This is an optimization exercise on Yosys and OpenROAD, whose aim is small area, not a production implementation. Only simulation tests tie the RTL to the original design; equivalence was not proved.

==> run G <==
==> flow/design.v <==
package pio_pkg;
  typedef union packed {
    struct packed {
      logic [2:0] op;
      logic [4:0] delay;
      logic [2:0] op1;           
      logic [4:0] op2;           
    } gen;
    struct packed {
      logic [2:0] op;
      logic [4:0] delay;
      logic [2:0] dest;
      logic [1:0] mov_op;        
      logic [2:0] mov_src;
    } mov;
  } instr_t;
endpackage
module pio_sm_top (
  input  logic                   clk,
  input  logic                   rst_n,
  input  logic                   en,                
  input  logic [15:0]            instr,
  input  logic [32-1:0] input_pins,
  input  logic [32-1:0] din,               
  input  logic                   empty,
  input  logic                   full,
  input  logic                   jmp_pin,
  input  logic [4:0]             pend,
  input  logic [4:0]             wrap_target,
  input  logic [4:0]             pins_out_base,
  input  logic [5:0]             pins_out_count,
  input  logic [4:0]             pins_set_base,
  input  logic [2:0]             pins_set_count,
  input  logic [4:0]             pins_in_base,
  input  logic                   out_shift_dir,     
  input  logic                   in_shift_dir,      
  input  logic [4:0]             osr_threshold,
  output logic [5-1:0] pc,
  output logic                   push,
  output logic                   pull,
  output logic [32-1:0] dout,              
  output logic [32-1:0] output_pins,
  output logic [32-1:0] pin_directions
);
  logic [31:0] x, y, isr_q, osr_q;
  logic [4:0]  isr_ptr, osr_ptr;
  logic [5:0]  osr_cnt;
  logic [4:0]  dcnt;
  function automatic logic [31:0] therm(input logic [4:0] v);
    logic [31:0] t;
    t[0] = 1'b0;
    for (int k = 0; k < 5; k++) begin
      for (int j = 0; j < (1 << k); j++) begin
        t[j + (1 << k)] = v[k] & t[j];
        t[j]            = v[k] | t[j];
      end
    end
    therm = t;
  endfunction
  function automatic logic [31:0] between(input logic [4:0] a, input logic [4:0] b,
                                          input logic wrap);
    between = therm(a) ^ therm(b) ^ {32{wrap}};
  endfunction
  function automatic logic [4:0] add5(input logic [4:0] p, input logic [4:0] q, input logic ci);
    logic [4:0] g, t, c;
    g = p & q;
    t = p ^ q;
    c[0] = ci;
    c[1] = g[0] | (t[0] & ci);
    c[2] = g[1] | (t[1] & g[0]) | (t[1] & t[0] & ci);
    c[3] = g[2] | (t[2] & g[1]) | (t[2] & t[1] & g[0]) | (t[2] & t[1] & t[0] & ci);
    c[4] = g[3] | (t[3] & g[2]) | (t[3] & t[2] & g[1]) | (t[3] & t[2] & t[1] & g[0]) |
           (t[3] & t[2] & t[1] & t[0] & ci);
    add5 = t ^ c;
  endfunction
  logic [2:0] op, op1, srcA;
  logic [4:0] op2, dly;
  logic [1:0] mov_op;
  assign op     = instr[15:13];
  assign dly    = instr[12:8];
  assign op1    = instr[7:5];
  assign op2    = instr[4:0];
  assign mov_op = instr[4:3];
  logic is_jmp, is_wait, is_in, is_out, is_pp, is_mov, is_set, is_push, is_pull, is_inmov;
  assign is_jmp   = (op == 3'd0);
  assign is_wait  = (op == 3'd1);
  assign is_in    = (op == 3'd2);
  assign is_out   = (op == 3'd3);
  assign is_pp    = (op == 3'd4);
  assign is_mov   = (op == 3'd5);
  assign is_set   = (op == 3'd7);
  assign is_push  = is_pp && !op1[2];
  assign is_pull  = is_pp && op1[2];
  assign is_inmov = is_in || is_mov;
  assign srcA     = is_mov ? instr[2:0] : op1;
  logic rev, inv;
  assign rev = is_mov && (mov_op == 2'd2);
  assign inv = is_mov && (mov_op == 2'd1);
  logic pins_dest, isr_dest, osr_dest;
  assign pins_dest = ((is_out || is_set) && (op1 == 3'd0 || op1 == 3'd4)) ||
                     (is_mov && op1 == 3'd0);
  assign isr_dest  = (is_out || is_mov) && op1 == 3'd6;
  assign osr_dest  = is_mov && op1 == 3'd7;
  logic        sdir;
  logic [4:0]  sptr, snew;
  logic [5:0]  sptr_sum;
  logic [31:0] swin;
  assign sdir     = is_in ? in_shift_dir : out_shift_dir;
  assign sptr     = is_in ? isr_ptr : osr_ptr;
  assign sptr_sum = {1'b0, sptr} + ({op2 == 5'd0, op2} ^ {6{!sdir}}) + {5'd0, !sdir};
  assign snew     = sptr_sum[4:0];
  assign swin     = between(sptr, snew, sptr_sum[5]);
  logic sel_pins, sel_x, sel_y, sel_isr, sel_osr, sel_din, sel_op2;
  logic [31:0] raw;
  assign sel_pins = (is_inmov && srcA == 3'd0) || is_wait;
  assign sel_x    = (is_inmov && srcA == 3'd1) || (is_jmp && op1 == 3'd2) ||
                    (is_pull && empty);
  assign sel_y    = (is_inmov && srcA == 3'd2) || (is_jmp && op1 == 3'd4);
  assign sel_isr  = (is_inmov && srcA == 3'd6) || is_push;
  assign sel_osr  = (is_inmov && srcA == 3'd7) || is_out;
  assign sel_din  = is_pull && !empty;
  assign sel_op2  = is_set;
  assign raw      = ({32{sel_pins}} & input_pins) | ({32{sel_x}} & x) | ({32{sel_y}} & y) |
                    ({32{sel_isr}} & isr_q) | ({32{sel_osr}} & osr_q & (is_out ? swin : 32'hffffffff)) |
                    ({32{sel_din}} & din) | ({27'd0, {5{sel_op2}} & op2});
  logic       a_ib, a_pi, a_po, b_pi, b_ob, b_sb;
  logic [4:0] a_off, b_mag, b_x, c_x, cs_s, cs_c, rs_amt;
  logic       b_neg, c_neg, c_en;
  assign a_ib   = (is_wait && op1[0]) || (is_inmov && srcA == 3'd0);
  assign a_pi   = is_push || (is_inmov && srcA == 3'd6);
  assign a_po   = is_out || (is_inmov && srcA == 3'd7);
  assign b_pi   = is_in;
  assign b_ob   = pins_dest && !is_set;
  assign b_sb   = pins_dest && is_set;
  assign a_off  = ({5{a_ib}} & pins_in_base) | ({5{a_pi}} & isr_ptr) | ({5{a_po}} & osr_ptr);
  assign b_mag  = ({5{b_pi}} & isr_ptr) | ({5{b_ob}} & pins_out_base) | ({5{b_sb}} & pins_set_base);
  assign b_neg  = !rev;
  assign c_en   = is_wait || ((is_in || is_out) && !sdir);
  assign c_neg  = is_out;
  assign b_x    = b_mag ^ {5{b_neg}};
  assign c_x    = ({5{c_en}} & op2) ^ {5{c_neg}};
  assign cs_s   = a_off ^ b_x ^ c_x;
  assign cs_c   = (a_off & b_x) | (a_off & c_x) | (b_x & c_x);
  assign rs_amt = add5(cs_s, {cs_c[3:0], b_neg}, c_neg);
  logic [31:0] rs_s0, rs_s1, rs_s2, rs_s3, rs_out, rs_rev;
  assign rs_s0  = rs_amt[0] ? {raw[0],       raw[31:1]}    : raw;
  assign rs_s1  = rs_amt[1] ? {rs_s0[1:0],   rs_s0[31:2]}  : rs_s0;
  assign rs_s2  = rs_amt[2] ? {rs_s1[3:0],   rs_s1[31:4]}  : rs_s1;
  assign rs_s3  = rs_amt[3] ? {rs_s2[7:0],   rs_s2[31:8]}  : rs_s2;
  assign rs_out = rs_amt[4] ? {rs_s3[15:0],  rs_s3[31:16]} : rs_s3;
  always_comb for (int i = 0; i < 32; i++) rs_rev[i] = rev ? rs_out[31-i] : rs_out[i];
  logic        jmp_dec;
  logic [31:0] zpre, xo_mask, rs_fin;
  assign jmp_dec = is_jmp && (op1 == 3'd2 || op1 == 3'd4);
  always_comb begin
    zpre[0] = 1'b1;
    for (int i = 1; i < 32; i++) zpre[i] = zpre[i-1] && !raw[i-1];    
  end
  assign xo_mask = {32{inv}} | ({32{jmp_dec}} & zpre);
  assign rs_fin  = rs_rev ^ xo_mask;
  logic waiting, fire, go;
  always_comb begin
    waiting = 1'b0;
    if (is_wait) waiting = !op1[1] && (rs_out[0] != op1[2]);
    else if (is_pp) waiting = op1[0] && (op1[2] ? empty : full);
  end
  assign go   = en && (dcnt == 5'd0);
  assign fire = go && !waiting;
  logic x_zero, y_zero, jmp_take;
  assign x_zero = (x == 32'd0);
  assign y_zero = (y == 32'd0);
  always_comb begin
    case (op1)
      3'd0:    jmp_take = 1'b1;
      3'd1:    jmp_take = x_zero;
      3'd2:    jmp_take = !x_zero;
      3'd3:    jmp_take = y_zero;
      3'd4:    jmp_take = !y_zero;
      3'd5:    jmp_take = (x != y);
      3'd6:    jmp_take = jmp_pin;
      default: jmp_take = (osr_cnt < {1'b0, osr_threshold});
    endcase
  end
  logic wr_x, wr_y, sh_isr, ld_isr, ld_osr, wr_pins, wr_dirs, wr_pc, jmp_pc;
  assign wr_x    = fire && (((is_out || is_mov || is_set) && op1 == 3'd1) ||
                            (is_jmp && op1 == 3'd2 && !x_zero));
  assign wr_y    = fire && (((is_out || is_mov || is_set) && op1 == 3'd2) ||
                            (is_jmp && op1 == 3'd4 && !y_zero));
  assign sh_isr  = is_in && srcA != 3'd4 && srcA != 3'd5;
  assign ld_isr  = isr_dest || is_push;
  assign ld_osr  = is_pull || osr_dest;
  assign wr_pins = fire && pins_dest && op1 == 3'd0;
  assign wr_dirs = fire && pins_dest && op1 == 3'd4;
  assign jmp_pc  = is_jmp && jmp_take;
  assign wr_pc   = fire && (jmp_pc || ((is_out || is_mov) && op1 == 3'd5));
  logic [4:0]  pbase;
  logic [5:0]  pcnt, pend_sum;
  logic [31:0] pwin;
  assign pbase    = is_set ? pins_set_base : pins_out_base;
  assign pcnt     = is_set ? {3'd0, pins_set_count} : pins_out_count;
  assign pend_sum = {1'b0, pbase} + {1'b0, pcnt[4:0]};
  assign pwin     = pcnt[5] ? 32'hffffffff : between(pbase, pend_sum[4:0], pend_sum[5]);
  logic [6:0] osr_sum;
  assign osr_sum = {1'b0, osr_cnt} + {1'b0, op2 == 5'd0, op2};
  always_ff @(posedge clk or negedge rst_n) begin
    if (!rst_n) begin
      x              <= '0;
      y              <= '0;
      isr_q          <= '0;
      isr_ptr        <= '0;
      osr_q          <= '0;
      osr_ptr        <= '0;
      osr_cnt        <= 6'd32;
      dcnt           <= '0;
      pc             <= '0;
      output_pins    <= '0;
      pin_directions <= '0;
    end else begin
      if (wr_x) x <= rs_fin;
      if (wr_y) y <= rs_fin;
      if (fire) begin
        for (int i = 0; i < 32; i++) begin
          if (ld_isr || (sh_isr && swin[i])) isr_q[i] <= rs_fin[i] && !is_push;
          if (ld_osr || (is_out && swin[i])) osr_q[i] <= rs_fin[i] && ld_osr;
        end
        if (ld_isr) isr_ptr <= 5'd0;
        else if (sh_isr) isr_ptr <= snew;
        if (ld_osr) osr_ptr <= 5'd0;
        else if (is_out) osr_ptr <= snew;
        if (ld_osr) osr_cnt <= 6'd0;
        else if (is_out) osr_cnt <= (osr_sum > 7'd32) ? 6'd32 : osr_sum[5:0];
      end
      if (en) begin
        if (dcnt != 5'd0) dcnt <= dcnt - 5'd1;
        else if (fire) dcnt <= dly;
      end
      if (wr_pc) pc <= jmp_pc ? op2 : rs_fin[4:0];
      else if (fire) pc <= (pc == pend) ? wrap_target : pc + 5'd1;
      for (int i = 0; i < 32; i++) begin
        if (wr_pins && pwin[i]) output_pins[i] <= rs_fin[i];
        if (wr_dirs && pwin[i]) pin_directions[i] <= rs_fin[i];
      end
    end
  end
  assign push = go && is_push && !full;
  assign pull = go && is_pull && !empty;
  assign dout = push ? rs_out : 32'd0;
endmodule
==> flow/flow/run.sh <==
#!/bin/bash
# Layout with an area-only technology mapping: the standard synthesis script,
# with ABC's mapping script replaced by flow/area.abc, then the standard
# layout steps from floorplan to finish, with the smallest buffer on the ports
# and a clock tree without dummy loads.
set -euo pipefail
W=$(pwd)
cat > "$W/area_synth.tcl" <<EOT
proc abc {args} {
  set out {}
  set skip 0
  foreach a \$args {
    if {\$skip} { lappend out {$W/flow/area.abc}; set skip 0; continue }
    if {\$a eq "-script"} { set skip 1 }
    lappend out \$a
  }
  yosys abc {*}\$out
}
source {$W/synth_recipe.tcl}
EOT
export BUFFER_PORTS_ARGS="-buffer_cell sky130_fd_sc_hd__buf_1"
export CTS_ARGS="-sink_clustering_enable -repair_clock_nets -buf_list sky130_fd_sc_hd__clkbuf_4 -sink_clustering_size 20 -dont_use_dummy_load"
make -C "$FLOW_HOME" DESIGN_CONFIG="$W/config.mk" WORK_HOME="$W/orfs" CLKGATE_MAP_FILE= \
  SYNTH_SCRIPT="$W/area_synth.tcl" synth > "$W/synth.log" 2>&1
bash "$W/standard.sh" > "$W/layout.log" 2>&1
==> flow/flow/area.abc <==
strash
dch
amap
strash
dch
amap
topo
buffer -c
upsize -c
dnsize -c
==> flow/standard.sh <==
#!/bin/bash
# synth_recipe.tcl (not shown) runs the flow's synth.tcl, then flattens the netlist and writes it again
# the make line also repeats each setting of config.mk as NAME=value (left out here)
make -C /OpenROAD-flow-scripts/flow DESIGN_CONFIG=/design/flow/config.mk WORK_HOME=/design/flow/orfs CLKGATE_MAP_FILE= SYNTH_SCRIPT=/design/flow/synth_recipe.tcl "${@:-finish}"
==> flow/config.mk <==
export PLATFORM = sky130hd
export DESIGN_NAME = pio_sm_top
export DESIGN_NICKNAME = pio_sm_top
export VERILOG_FILES = /design/flow/design.v
export SDC_FILE = /design/flow/constraint.sdc
export NUM_CORES = 4
export LEC_CHECK = 0
export ABC_AREA = 1
export CAP_MARGIN = 15
export CORE_MARGIN = 2
export CORE_UTILIZATION = 50
export CTS_BUF_LIST = sky130_fd_sc_hd__clkbuf_4
export CTS_CLUSTER_SIZE = 20
export GPL_TIMING_DRIVEN = 0
export PLACE_DENSITY = 0.6
export SLEW_MARGIN = 15
==> flow/constraint.sdc <==
create_clock -name core_clock -period 12.0 [get_ports {clk}]
set_input_delay 2.4000 -clock core_clock [delete_from_list [all_inputs] [get_ports {clk}]]
set_output_delay 2.4000 -clock core_clock [all_outputs]
set_load 0.01 [all_outputs]
==> run Y: changes against run G <==
==> flow/design.v, changed modules only <==
module pio_sm_top (
  input  logic                   clk,
  input  logic                   rst_n,
  input  logic                   en,                
  input  logic [15:0]            instr,
  input  logic [32-1:0] input_pins,
  input  logic [32-1:0] din,               
  input  logic                   empty,
  input  logic                   full,
  input  logic                   jmp_pin,
  input  logic [4:0]             pend,
  input  logic [4:0]             wrap_target,
  input  logic [4:0]             pins_out_base,
  input  logic [5:0]             pins_out_count,
  input  logic [4:0]             pins_set_base,
  input  logic [2:0]             pins_set_count,
  input  logic [4:0]             pins_in_base,
  input  logic                   out_shift_dir,     
  input  logic                   in_shift_dir,      
  input  logic [4:0]             osr_threshold,
  output logic [5-1:0] pc,
  output logic                   push,
  output logic                   pull,
  output logic [32-1:0] dout,              
  output logic [32-1:0] output_pins,
  output logic [32-1:0] pin_directions
);
  logic [31:0] x, y, isr_q, osr_q;
  logic [4:0]  isr_ptr, osr_ptr;
  logic [4:0]  osr_rem;
  logic [4:0]  dcnt;
  function automatic logic [31:0] therm(input logic [4:0] v);
    logic [31:0] t;
    t[0] = 1'b0;
    for (int k = 0; k < 5; k++) begin
      for (int j = 0; j < (1 << k); j++) begin
        t[j + (1 << k)] = v[k] & t[j];
        t[j]            = v[k] | t[j];
      end
    end
    therm = t;
  endfunction
  function automatic logic [31:0] between(input logic [4:0] a, input logic [4:0] b,
                                          input logic wrap);
    logic [31:0] ta, tb;
    ta = therm(a);
    tb = therm(b);
    between = (~ta & tb) | ({32{wrap}} & (~ta | tb));
  endfunction
  function automatic logic [4:0] add5(input logic [4:0] p, input logic [4:0] q, input logic ci);
    logic [4:0] g, t, c;
    g = p & q;
    t = p ^ q;
    c[0] = ci;
    c[1] = g[0] | (t[0] & ci);
    c[2] = g[1] | (t[1] & g[0]) | (t[1] & t[0] & ci);
    c[3] = g[2] | (t[2] & g[1]) | (t[2] & t[1] & g[0]) | (t[2] & t[1] & t[0] & ci);
    c[4] = g[3] | (t[3] & g[2]) | (t[3] & t[2] & g[1]) | (t[3] & t[2] & t[1] & g[0]) |
           (t[3] & t[2] & t[1] & t[0] & ci);
    add5 = t ^ c;
  endfunction
  logic [2:0] op, op1, srcA;
  logic [4:0] op2, dly;
  logic [1:0] mov_op;
  assign op     = instr[15:13];
  assign dly    = instr[12:8];
  assign op1    = instr[7:5];
  assign op2    = instr[4:0];
  assign mov_op = instr[4:3];
  logic is_jmp, is_wait, is_in, is_out, is_pp, is_mov, is_set, is_push, is_pull, is_inmov;
  assign is_jmp   = (op == 3'd0);
  assign is_wait  = (op == 3'd1);
  assign is_in    = (op == 3'd2);
  assign is_out   = (op == 3'd3);
  assign is_pp    = (op == 3'd4);
  assign is_mov   = (op == 3'd5);
  assign is_set   = (op == 3'd7);
  assign is_push  = is_pp && !op1[2];
  assign is_pull  = is_pp && op1[2];
  assign is_inmov = is_in || is_mov;
  assign srcA     = is_mov ? instr[2:0] : op1;
  logic rev, inv;
  assign rev = is_mov && (mov_op == 2'd2);
  assign inv = is_mov && (mov_op == 2'd1);
  logic pins_dest, isr_dest, osr_dest;
  assign pins_dest = ((is_out || is_set) && (op1 == 3'd0 || op1 == 3'd4)) ||
                     (is_mov && op1 == 3'd0);
  assign isr_dest  = (is_out || is_mov) && op1 == 3'd6;
  assign osr_dest  = is_mov && op1 == 3'd7;
  logic        sdir;
  logic [4:0]  sptr, snew, slo, shi;
  logic [5:0]  sptr_sum;
  logic [31:0] swin;
  assign sdir     = is_in ? in_shift_dir : out_shift_dir;
  assign sptr     = is_in ? isr_ptr : osr_ptr;
  assign sptr_sum = {1'b0, sptr} + ({op2 == 5'd0, op2} ^ {6{!sdir}}) + {5'd0, !sdir};
  assign snew     = sptr_sum[4:0];
  assign slo      = sdir ? sptr : snew;
  assign shi      = sdir ? snew : sptr;
  assign swin     = between(slo, shi, sptr_sum[5]);
  logic sel_pins, sel_x, sel_y, sel_isr, sel_osr, sel_din, sel_op2;
  logic [31:0] raw;
  assign sel_pins = (is_inmov && srcA == 3'd0) || is_wait;
  assign sel_x    = (is_inmov && srcA == 3'd1) || (is_jmp && (op1 == 3'd1 || op1 == 3'd2)) ||
                    (is_pull && empty);
  assign sel_y    = (is_inmov && srcA == 3'd2) || (is_jmp && (op1 == 3'd3 || op1 == 3'd4));
  assign sel_isr  = (is_inmov && srcA == 3'd6) || is_push;
  assign sel_osr  = (is_inmov && srcA == 3'd7) || is_out;
  assign sel_din  = is_pull && !empty;
  assign sel_op2  = is_set;
  assign raw      = ({32{sel_pins}} & input_pins) | ({32{sel_x}} & x) | ({32{sel_y}} & y) |
                    ({32{sel_isr}} & isr_q) | ({32{sel_osr}} & osr_q & (is_out ? swin : 32'hffffffff)) |
                    ({32{sel_din}} & din) | ({27'd0, {5{sel_op2}} & op2});
  logic       a_ib, a_pi, a_po, b_pi, b_ob, b_sb;
  logic [4:0] a_off, b_mag, b_x, c_x, cs_s, cs_c, rs_amt;
  logic       b_neg, c_neg, c_en;
  assign a_ib   = (is_wait && op1[0]) || (is_inmov && srcA == 3'd0);
  assign a_pi   = is_push || (is_inmov && srcA == 3'd6);
  assign a_po   = is_out || (is_inmov && srcA == 3'd7);
  assign b_pi   = is_in;
  assign b_ob   = pins_dest && !is_set;
  assign b_sb   = pins_dest && is_set;
  assign a_off  = ({5{a_ib}} & pins_in_base) | ({5{a_pi}} & isr_ptr) | ({5{a_po}} & osr_ptr);
  assign b_mag  = ({5{b_pi}} & isr_ptr) | ({5{b_ob}} & pins_out_base) | ({5{b_sb}} & pins_set_base);
  assign b_neg  = !rev;
  assign c_en   = is_wait || ((is_in || is_out) && !sdir);
  assign c_neg  = is_out;
  assign b_x    = b_mag ^ {5{b_neg}};
  assign c_x    = ({5{c_en}} & op2) ^ {5{c_neg}};
  assign cs_s   = a_off ^ b_x ^ c_x;
  assign cs_c   = (a_off & b_x) | (a_off & c_x) | (b_x & c_x);
  assign rs_amt = add5(cs_s, {cs_c[3:0], b_neg}, c_neg);
  logic [31:0] rs_s0, rs_s1, rs_s2, rs_s3, rs_out, rs_rev;
  assign rs_s0  = rs_amt[0] ? {raw[0],       raw[31:1]}    : raw;
  assign rs_s1  = rs_amt[1] ? {rs_s0[1:0],   rs_s0[31:2]}  : rs_s0;
  assign rs_s2  = rs_amt[2] ? {rs_s1[3:0],   rs_s1[31:4]}  : rs_s1;
  assign rs_s3  = rs_amt[3] ? {rs_s2[7:0],   rs_s2[31:8]}  : rs_s2;
  assign rs_out = rs_amt[4] ? {rs_s3[15:0],  rs_s3[31:16]} : rs_s3;
  logic fwd;
  assign fwd = !rev && !is_push;
  always_comb for (int i = 0; i < 32; i++) rs_rev[i] = (rev && rs_out[31-i]) || (fwd && rs_out[i]);
  logic        jmp_dec;
  logic [31:0] zpre, xo_mask, rs_fin;
  assign jmp_dec = is_jmp && (op1 == 3'd2 || op1 == 3'd4);
  always_comb begin
    zpre[0] = 1'b1;
    for (int i = 1; i < 32; i++) zpre[i] = zpre[i-1] && !raw[i-1];    
  end
  assign xo_mask = {32{inv}} | ({32{jmp_dec}} & zpre);
  assign rs_fin  = rs_rev ^ xo_mask;
  logic waiting, fire, go;
  always_comb begin
    waiting = 1'b0;
    if (is_wait) waiting = !op1[1] && (rs_out[0] != op1[2]);
    else if (is_pp) waiting = op1[0] && (op1[2] ? empty : full);
  end
  assign go   = en && (dcnt == 5'd0);
  assign fire = go && !waiting;
  logic [5:0] osr_rem_thr;
  assign osr_rem_thr = {1'b0, osr_rem} + {1'b0, osr_threshold};
  logic src_zero, jmp_take;
  assign src_zero = zpre[31] && !raw[31];
  always_comb begin
    case (op1)
      3'd0:    jmp_take = 1'b1;
      3'd1:    jmp_take = src_zero;
      3'd2:    jmp_take = !src_zero;
      3'd3:    jmp_take = src_zero;
      3'd4:    jmp_take = !src_zero;
      3'd5:    jmp_take = (x != y);
      3'd6:    jmp_take = jmp_pin;
      default: jmp_take = osr_rem_thr[5];                 
    endcase
  end
  logic wr_x, wr_y, sh_isr, ld_isr, ld_osr, wr_pins, wr_dirs, wr_pc, jmp_pc;
  assign wr_x    = fire && (((is_out || is_mov || is_set) && op1 == 3'd1) ||
                            (is_jmp && op1 == 3'd2 && !src_zero));
  assign wr_y    = fire && (((is_out || is_mov || is_set) && op1 == 3'd2) ||
                            (is_jmp && op1 == 3'd4 && !src_zero));
  assign sh_isr  = is_in && srcA != 3'd4 && srcA != 3'd5;
  assign ld_isr  = isr_dest || is_push;
  assign ld_osr  = is_pull || osr_dest;
  assign wr_pins = fire && pins_dest && op1 == 3'd0;
  assign wr_dirs = fire && pins_dest && op1 == 3'd4;
  assign jmp_pc  = is_jmp && jmp_take;
  assign wr_pc   = fire && (jmp_pc || ((is_out || is_mov) && op1 == 3'd5));
  logic [4:0]  pbase;
  logic [5:0]  pcnt, pend_sum;
  logic [31:0] pwin;
  assign pbase    = is_set ? pins_set_base : pins_out_base;
  assign pcnt     = is_set ? {3'd0, pins_set_count} : pins_out_count;
  assign pend_sum = {1'b0, pbase} + {1'b0, pcnt[4:0] & {5{!pcnt[5]}}};
  assign pwin     = between(pbase, pend_sum[4:0], pend_sum[5] || pcnt[5]);
  logic [5:0] osr_rem_sub;
  assign osr_rem_sub = {1'b0, osr_rem} - {op2 == 5'd0, op2};
  always_ff @(posedge clk or negedge rst_n) begin
    if (!rst_n) begin
      x              <= '0;
      y              <= '0;
      isr_q          <= '0;
      isr_ptr        <= '0;
      osr_q          <= '0;
      osr_ptr        <= '0;
      osr_rem        <= 5'd0;
      dcnt           <= '0;
      pc             <= '0;
      output_pins    <= '0;
      pin_directions <= '0;
    end else begin
      if (wr_x) x <= rs_fin;
      if (wr_y) y <= rs_fin;
      if (fire) begin
        for (int i = 0; i < 32; i++) begin
          if (ld_isr || (sh_isr && swin[i])) isr_q[i] <= rs_fin[i];
          if (ld_osr || (is_out && swin[i])) osr_q[i] <= rs_fin[i] && ld_osr;
        end
        if (ld_isr) isr_ptr <= 5'd0;
        else if (sh_isr) isr_ptr <= snew;
        if (ld_osr) osr_ptr <= 5'd0;
        else if (is_out) osr_ptr <= snew;
        if (ld_osr) osr_rem <= 5'd31;
        else if (is_out) osr_rem <= osr_rem_sub[5] ? 5'd0 : osr_rem_sub[4:0];
      end
      if (en) begin
        if (dcnt != 5'd0) dcnt <= dcnt - 5'd1;
        else if (fire) dcnt <= dly;
      end
      if (wr_pc) pc <= jmp_pc ? op2 : rs_fin[4:0];
      else if (fire) pc <= (pc == pend) ? wrap_target : pc + 5'd1;
      for (int i = 0; i < 32; i++) begin
        if (wr_pins && pwin[i]) output_pins[i] <= rs_fin[i];
        if (wr_dirs && pwin[i]) pin_directions[i] <= rs_fin[i];
      end
    end
  end
  assign push = go && is_push && !full;
  assign pull = go && is_pull && !empty;
  assign dout = push ? rs_out : 32'd0;
endmodule
==> flow/flow/run.sh (replaced) <==
#!/bin/bash
# Layout with an area-only technology mapping: the standard synthesis script,
# with ABC's mapping script replaced by flow/area.abc and the adders left to ABC
# (no full-adder cells, no Kogge-Stone carry map), then the standard layout
# steps from floorplan to finish, with the smallest buffer on the ports and a
# clock tree without dummy loads.
set -euo pipefail
W=$(pwd)
cat > "$W/area_synth.tcl" <<EOT
proc abc {args} {
  set out {}
  set skip 0
  foreach a \$args {
    if {\$skip} { lappend out {$W/flow/area.abc}; set skip 0; continue }
    if {\$a eq "-script"} { set skip 1 }
    lappend out \$a
  }
  yosys abc {*}\$out
}
source {$W/synth_recipe.tcl}
EOT
export BUFFER_PORTS_ARGS="-buffer_cell sky130_fd_sc_hd__buf_1"
export CTS_ARGS="-sink_clustering_enable -repair_clock_nets -buf_list sky130_fd_sc_hd__clkbuf_2 -sink_clustering_size 10 -dont_use_dummy_load"
make -C "$FLOW_HOME" DESIGN_CONFIG="$W/config.mk" WORK_HOME="$W/orfs" CLKGATE_MAP_FILE= \
  SYNTH_SCRIPT="$W/area_synth.tcl" ADDER_MAP_FILE= SYNTH_OPERATIONS_ARGS="-top pio_sm_top" synth > "$W/synth.log" 2>&1
bash "$W/standard.sh" > "$W/layout.log" 2>&1
==> flow/flow/area.abc (replaced) <==
strash
&get -n
&st
&syn2
&synch2
&put
amap
strash
dch
amap
topo
buffer -c
upsize -c
dnsize -c
CTS_BUF_LIST = sky130_fd_sc_hd__clkbuf_2   (was sky130_fd_sc_hd__clkbuf_4)
==> flow_summary.yaml <==
finish:
  fill_cells: 2968
  seq_area_um2: 5430
synth:
  netlist_top_cells_count: "346 x nor2_1, 336 x o22ai_1, 217 x dfrtp_1, 207 x inv_1, 205 x o21ai_0"
  synth_compound_gate_area_share: 0.4076
  postSynthCellCount: 2165
  count_of_unique_library_cells_instantiated_by_yosys: 70
clock_tree:
  cts.htree.levels: 2
  root_buffer_master: "clkbuf_2"
  clk-insertion-delay-late_ns: 1.19
outcome:
  result_of_the_run: "complete, no violations"
power_and_ir_drop:
  total_power_mw: 5.061
placement:
  buffer_ports.inserted: 225
  gp_congestion: 1.054
setup_path:
  worst_path_largest_cell_delay_ns: 1.08
routing:
  detail_route.wirelength_mm: 74.40
# the run above: run Y

==> flow_summary.yaml <==
outcome:
  result_of_the_run: "complete, no violations"
clock_tree:
  cts.htree.levels: 3
  root_buffer_master: "clkbuf_4"
  clk-insertion-delay-late_ns: 0.74
setup_path:
  worst_path_largest_cell_delay_ns: 0.73
synth:
  netlist_top_cells_count: "487 x nor2_1, 251 x inv_1, 245 x a21oi_1, 217 x dfrtp_1, 200 x o22ai_1"
  postSynthCellCount: 2348
finish:
  fill_cells: 3307
  seq_area_um2: 5456
routing:
  detail_route.wirelength_mm: 74.46
power_and_ir_drop:
  total_power_mw: 5.874
placement:
  gp_congestion: 1.031
# the run above: run G

[port drivers added, routing unchanged]
Ports are ideal in the flow. The routed layouts listed here were re-timed in OpenROAD.
Step 1 assumes that a clkbuf_16 drives the clock port and a buf_2 every other input.
Step 2 moves the port delays by t, midway between the first and last clock arrival at a register: inputs arrive t later, outputs are due t later. That takes back most of the time a late clock gives input paths.
a / b / c = ideal / step 1 / step 2; a / b = the first two.
| run | t, ns | slack for setup (ns) | worst hold slack (ns) | worst setup path at the end | cell pins on the clock port's net |
|---|---|---|---|---|---|
| run G | 0.737 | 0.308 / 0.278 / -0.032 | 0.486 / 0.486 / 0.486 | input to register | 1 |
| run Y | 1.106 | 0.296 / 0.268 / -0.307 | 0.488 / 0.488 / 0.488 | input to register | 1 |
With both steps, setup timing fails in run G and run Y, where it was met with ideal ports. For run Y, which loses most, drivers alone change the setup slack by -0.028 ns; drivers and shift together by -0.603 ns.
